Source: an optimization exercise on an open RTL-to-GDS flow (aim: small area and a short achievable clock period). Production flows keep margins and buffers that such runs may drop.
The RTL was checked by simulation tests, not by an equivalence proof against the original design.

Setup of job 902:
==> flow/design.v (excerpt) <==
module memoria_sync #(
   parameter int DATA_W         = 32,
   parameter int ADDR_W         = 10,
   parameter int DEPTH          = 128,
   parameter int RD_LAT         = 2,
   parameter int CLEAR_ON_RESET = 1
) (
   input  logic                clk,
   input  logic                rst_n,
   input  logic                req_valid,
   output logic                req_ready,
   input  logic                req_write,
   input  logic [ADDR_W-1:0]   req_addr,
   input  logic [DATA_W-1:0]   req_wdata,
   input  logic [DATA_W/8-1:0] req_be,
   output logic                rsp_valid,
   output logic [DATA_W-1:0]   rsp_rdata,
   output logic                rsp_err,
   output logic                busy
);
For scale: ~4300 flip-flops.
==> module memoria_sel_gate, before the edit <==
module memoria_sel_gate (
   input  logic a_n, b_n, c_n,
   output logic y
);
   assign y = ~(a_n | b_n | c_n);
endmodule
==> module memoria_sync, before the edit <==
module memoria_sync #(
   parameter int DATA_W         = 32,
   parameter int ADDR_W         = 10,
   parameter int DEPTH          = 128,
   parameter int RD_LAT         = 2,
   parameter int CLEAR_ON_RESET = 1
) (
   input  logic                clk,
   input  logic                rst_n,
   input  logic                req_valid,
   output logic                req_ready,
   input  logic                req_write,
   input  logic [ADDR_W-1:0]   req_addr,
   input  logic [DATA_W-1:0]   req_wdata,
   input  logic [DATA_W/8-1:0] req_be,
   output logic                rsp_valid,
   output logic [DATA_W-1:0]   rsp_rdata,
   output logic                rsp_err,
   output logic                busy
);
   localparam int BE_W = DATA_W / 8;
   localparam int NR = 11;   
   localparam int R_CNT = 0, R_ACC = 1, R_DEC = 2, R_WD = 3;    
   logic [6:0]    clr_cnt;
   logic          ready_d;
   logic [NR-1:0] ready_q;
   assign ready_d = ready_q[R_CNT] || (clr_cnt == 7'd127);
   always_ff @(posedge clk or negedge rst_n) begin
      if (!rst_n) begin
         clr_cnt <= '0;
      end else if (!ready_q[R_CNT]) begin
         clr_cnt <= clr_cnt + 1'b1;
      end
   end
   for (genvar k = 0; k < NR; k++) begin : g_ready
      memoria_flag u_ready (
         .clk (clk), .rst_n (rst_n), .d (ready_d), .q (ready_q[k])
      );
   end
   always_ff @(posedge clk) begin
      req_ready <= rst_n && ready_d;
      busy      <= !(rst_n && ready_d);
   end
   logic             accept;
   logic             in_range;
   logic             rd_req;
   logic [BE_W-1:0]  we;       
   logic [DATA_W-1:0] wd;      
   assign accept   = req_valid && ready_q[R_ACC];
   assign in_range = (req_addr[ADDR_W-1:7] == '0);
   assign rd_req   = accept && !req_write && in_range;
   always_comb begin
      for (int b = 0; b < BE_W; b++) begin
         we[b] = !ready_q[R_DEC] || (accept && req_write && in_range && req_be[b]);
      end
      for (int i = 0; i < DATA_W; i++) begin
         wd[i] = ready_q[R_WD + i / 4] && req_wdata[i];
      end
   end
   logic [3:0]       pd0_n, pd1_n, pw0_n, pw1_n;
   logic [7:0]       pd2_n, pw2_n;
   logic [DEPTH-1:0] sel_r, sel_w;
   always_comb begin
      for (int i = 0; i < 4; i++) begin
         pd0_n[i] = (req_addr[1:0] != 2'(i));
         pd1_n[i] = (req_addr[3:2] != 2'(i));
         pw0_n[i] = ready_q[R_DEC] && pd0_n[i];
         pw1_n[i] = ready_q[R_DEC] && pd1_n[i];
      end
      for (int i = 0; i < 8; i++) begin
         pd2_n[i] = (req_addr[6:4] != 3'(i));
         pw2_n[i] = ready_q[R_DEC] && pd2_n[i];
      end
   end
   logic [DEPTH-1:0][BE_W-1:0] en;
   for (genvar w = 0; w < DEPTH; w++) begin : g_sel
      memoria_sel_gate u_sel_r (
         .a_n (pd0_n[w % 4]), .b_n (pd1_n[(w / 4) % 4]), .c_n (pd2_n[w / 16]),
         .y   (sel_r[w])
      );
      memoria_sel_gate u_sel_w (
         .a_n (pw0_n[w % 4]), .b_n (pw1_n[(w / 4) % 4]), .c_n (pw2_n[w / 16]),
         .y   (sel_w[w])
      );
      for (genvar b = 0; b < BE_W; b++) begin : g_en
         memoria_we_gate u_en (
            .sel (sel_w[w]), .we (we[b]),
            .en    (en[w][b])
         );
      end
   end
   logic [DEPTH-1:0][DATA_W-1:0] mem;
   logic [DATA_W-1:0][DEPTH-1:0] mem_t;    
   for (genvar w = 0; w < DEPTH; w++) begin : g_word
      for (genvar b = 0; b < BE_W; b++) begin : g_lane
         always_ff @(posedge clk) begin
            if (en[w][b]) begin
               mem[w][8*b +: 8] <= wd[8*b +: 8];
            end
         end
      end
      for (genvar i = 0; i < DATA_W; i++) begin : g_bit
         assign mem_t[i][w] = mem[w][i];
      end
   end
   logic [DATA_W-1:0][3:0] qtr_n, qtr1_n;
   for (genvar i = 0; i < DATA_W; i++) begin : g_rd
      memoria_rd_bit #(
         .DEPTH (DEPTH)
      ) u_rd_bit (
         .sel (sel_r),
         .d   (mem_t[i]),
         .q_n (qtr_n[i])
      );
   end
   logic              acc1;
   logic              err1;
   logic              rd1;
   logic [DATA_W-1:0] rd_word;
   always_ff @(posedge clk or negedge rst_n) begin
      if (!rst_n) begin
         acc1 <= 1'b0;
         err1 <= 1'b0;
         rd1  <= 1'b0;
      end else begin
         acc1 <= accept;
         err1 <= accept && !in_range;
         rd1  <= rd_req;
      end
   end
   always_ff @(posedge clk) begin
      qtr1_n <= qtr_n;
   end
   for (genvar i = 0; i < DATA_W; i++) begin : g_rd_out
      memoria_rd_out u_out (.a_n(qtr1_n[i]), .rd_n(!(rd1 && rst_n)), .y(rd_word[i]));
   end
   memoria_rsp_pipe #(
      .DATA_W (DATA_W)
   ) u_rsp_pipe (
      .clk       (clk),
      .in_valid  (acc1 && rst_n),
      .in_err    (err1 && rst_n),
      .in_rdata  (rd_word),
      .out_valid (rsp_valid),
      .out_err   (rsp_err),
      .out_rdata (rsp_rdata)
   );
endmodule
Settings: LEC_CHECK=0, CAP_MARGIN=20, CORE_MARGIN=2, CORE_UTILIZATION=60, CTS_CLUSTER_DIAMETER=60, CTS_CLUSTER_SIZE=25, SETUP_SLACK_MARGIN=2.2, SLEW_MARGIN=20, SYNTH_HIERARCHICAL=1, SYNTH_MINIMUM_KEEP_SIZE=0, TNS_END_PERCENT=5; clock period 4.5 ns.
standard.sh (not shown) runs the stock make flow with config.mk's settings and CLKGATE_MAP_FILE= SYNTH_SCRIPT=/design/flow/synth_recipe.tcl, a recipe that flattens the netlist after the stock synthesis.
==> flow/flow/run.sh <==
#!/bin/bash
# The standard layout (the standard.sh, unchanged synthesis, floorplan,
# power grid, placement, CTS and routing), except that the buffers put on the
# input and output ports are buf_4 cells instead of the delay-buffer cell
# buffer_ports picks by default. make's full output goes to flow_make.log.
set -euo pipefail
bash standard.sh "BUFFER_PORTS_ARGS=-buffer_cell sky130_fd_sc_hd__buf_4" finish > flow_make.log 2>&1
The inputs of job 3940 differ from those of job 902 as listed below.
-- flow/design.v --
<<< job 902, line 68
endmodule
module memoria_sel_gate (
   input  logic a_n, b_n, c_n,
   output logic y
);
   assign y = ~(a_n | b_n | c_n);
endmodule
module memoria_we_gate (
>>> job 3940, line 68
endmodule
module memoria_sel_gate (
   input  logic a_n, b_n,
   output logic y
);
   assign y = ~(a_n | b_n);
endmodule
module memoria_selw_gate (
   input  logic a_n, b_n, ready,
   output logic y
);
   assign y = ~((a_n | b_n) & ready);
endmodule
module memoria_we_gate (
<<< job 902, line 114
);
   localparam int BE_W = DATA_W / 8;
   localparam int NR = 11;   
   localparam int R_CNT = 0, R_ACC = 1, R_DEC = 2, R_WD = 3;    
   logic [6:0]    clr_cnt;
   logic          ready_d;
>>> job 3940, line 120
);
   localparam int BE_W = DATA_W / 8;
   localparam int NR = 19;   
   localparam int R_CNT = 0, R_ACC = 1, R_WE = 2,
                  R_WD = 3,     
                  R_SW = 11;    
   logic [6:0]    clr_cnt;
   logic          ready_d;
<<< job 902, line 146
   always_comb begin
      for (int b = 0; b < BE_W; b++) begin
         we[b] = !ready_q[R_DEC] || (accept && req_write && in_range && req_be[b]);
      end
      for (int i = 0; i < DATA_W; i++) begin
>>> job 3940, line 154
   always_comb begin
      for (int b = 0; b < BE_W; b++) begin
         we[b] = !ready_q[R_WE] || (accept && req_write && in_range && req_be[b]);
      end
      for (int i = 0; i < DATA_W; i++) begin
<<< job 902, line 152
      end
   end
   logic [3:0]       pd0_n, pd1_n, pw0_n, pw1_n;
   logic [7:0]       pd2_n, pw2_n;
   logic [DEPTH-1:0] sel_r, sel_w;
   always_comb begin
      for (int i = 0; i < 4; i++) begin
         pd0_n[i] = (req_addr[1:0] != 2'(i));
         pd1_n[i] = (req_addr[3:2] != 2'(i));
         pw0_n[i] = ready_q[R_DEC] && pd0_n[i];
         pw1_n[i] = ready_q[R_DEC] && pd1_n[i];
      end
      for (int i = 0; i < 8; i++) begin
         pd2_n[i] = (req_addr[6:4] != 3'(i));
         pw2_n[i] = ready_q[R_DEC] && pd2_n[i];
      end
   end
>>> job 3940, line 160
      end
   end
   logic [15:0]      pa_n;    
   logic [7:0]       pb_n;    
   logic [DEPTH-1:0] sel_r, sel_w;
   always_comb begin
      for (int i = 0; i < 16; i++) begin
         pa_n[i] = (req_addr[3:0] != 4'(i));
      end
      for (int i = 0; i < 8; i++) begin
         pb_n[i] = (req_addr[6:4] != 3'(i));
      end
   end
<<< job 902, line 170
   for (genvar w = 0; w < DEPTH; w++) begin : g_sel
      memoria_sel_gate u_sel_r (
         .a_n (pd0_n[w % 4]), .b_n (pd1_n[(w / 4) % 4]), .c_n (pd2_n[w / 16]),
         .y   (sel_r[w])
      );
      memoria_sel_gate u_sel_w (
         .a_n (pw0_n[w % 4]), .b_n (pw1_n[(w / 4) % 4]), .c_n (pw2_n[w / 16]),
         .y   (sel_w[w])
      );
>>> job 3940, line 174
   for (genvar w = 0; w < DEPTH; w++) begin : g_sel
      memoria_sel_gate u_sel_r (
         .a_n (pa_n[w % 16]), .b_n (pb_n[w / 16]),
         .y   (sel_r[w])
      );
      memoria_selw_gate u_sel_w (
         .a_n (pa_n[w % 16]), .b_n (pb_n[w / 16]), .ready (ready_q[R_SW + w / 16]),
         .y   (sel_w[w])
      );
==> notes.md <==
Every stage of the flow completed for job 3940, and the final layout passed the timing, DRC and antenna checks.
buf_4 as the master of the slowest instance on the critical path was reported by job 3940, and and2_1 by job 902.
In the metrics for job 3940 and job 902, the one carrying the lower proportion of cell area occupied by multi-input gates is job 3940.
On global-route usage, the lower figure sits with job 902, not job 3940.
Job 3940 and job 902 ended up with roughly the same sequential cell count.
Job 3940 packs its core looser than job 902.
Measured against each other, job 3940 and job 902 differ in number of buffers and inverters on the critical path, the higher figure coming from job 902.
In terms of xor and xnor fraction of the mapped netlist area, job 3940 and job 902 differ only marginally.
Any difference in average vias per placed instance between job 3940 and job 902 is small enough to ignore.
Going from job 902 to job 3940, design area dropped 4500 µm²; per-cell routed wire length climbed about 2%; area inside the core boundary dropped about 0.45%.
Between job 902 and job 3940, the portion of netlist area occupied by mux cells does not differ in any meaningful way.

-- port drivers added, routing unchanged --
In the flow no input, the clock included, has a driving cell. The finished layouts below were timed again as built, in two steps. Step 1: set_driving_cell puts a clkbuf_16 on clk and a buf_2 on each other input, an assumption about the parent block. Step 2 also shifts input and output timing later by t, the mid clock arrival at the registers, as if the neighbouring blocks saw the same clock. Three values: no drivers, after step 1, after step 2; two values: the first two.
run	shift t [ns]	setup slack, ns	hold WS [ns]	worst setup path after step 2	slew at the worst register clock pin (ns)	pins driven straight from the clock port
job 902	0.982	2.063 / 1.982 / 1.000	0.183 / 0.144 / 0.453	input to register	0.10 / 0.10	1
job 3940	1.009	2.035 / 1.980 / 1.013	0.047 / -0.018 / 0.456	input to register	0.10 / 0.10	1
After both steps every run listed still meets setup and hold. The setup slack of job 902, which loses most, moves by -0.081 ns with the drivers and by -1.063 ns with both steps.
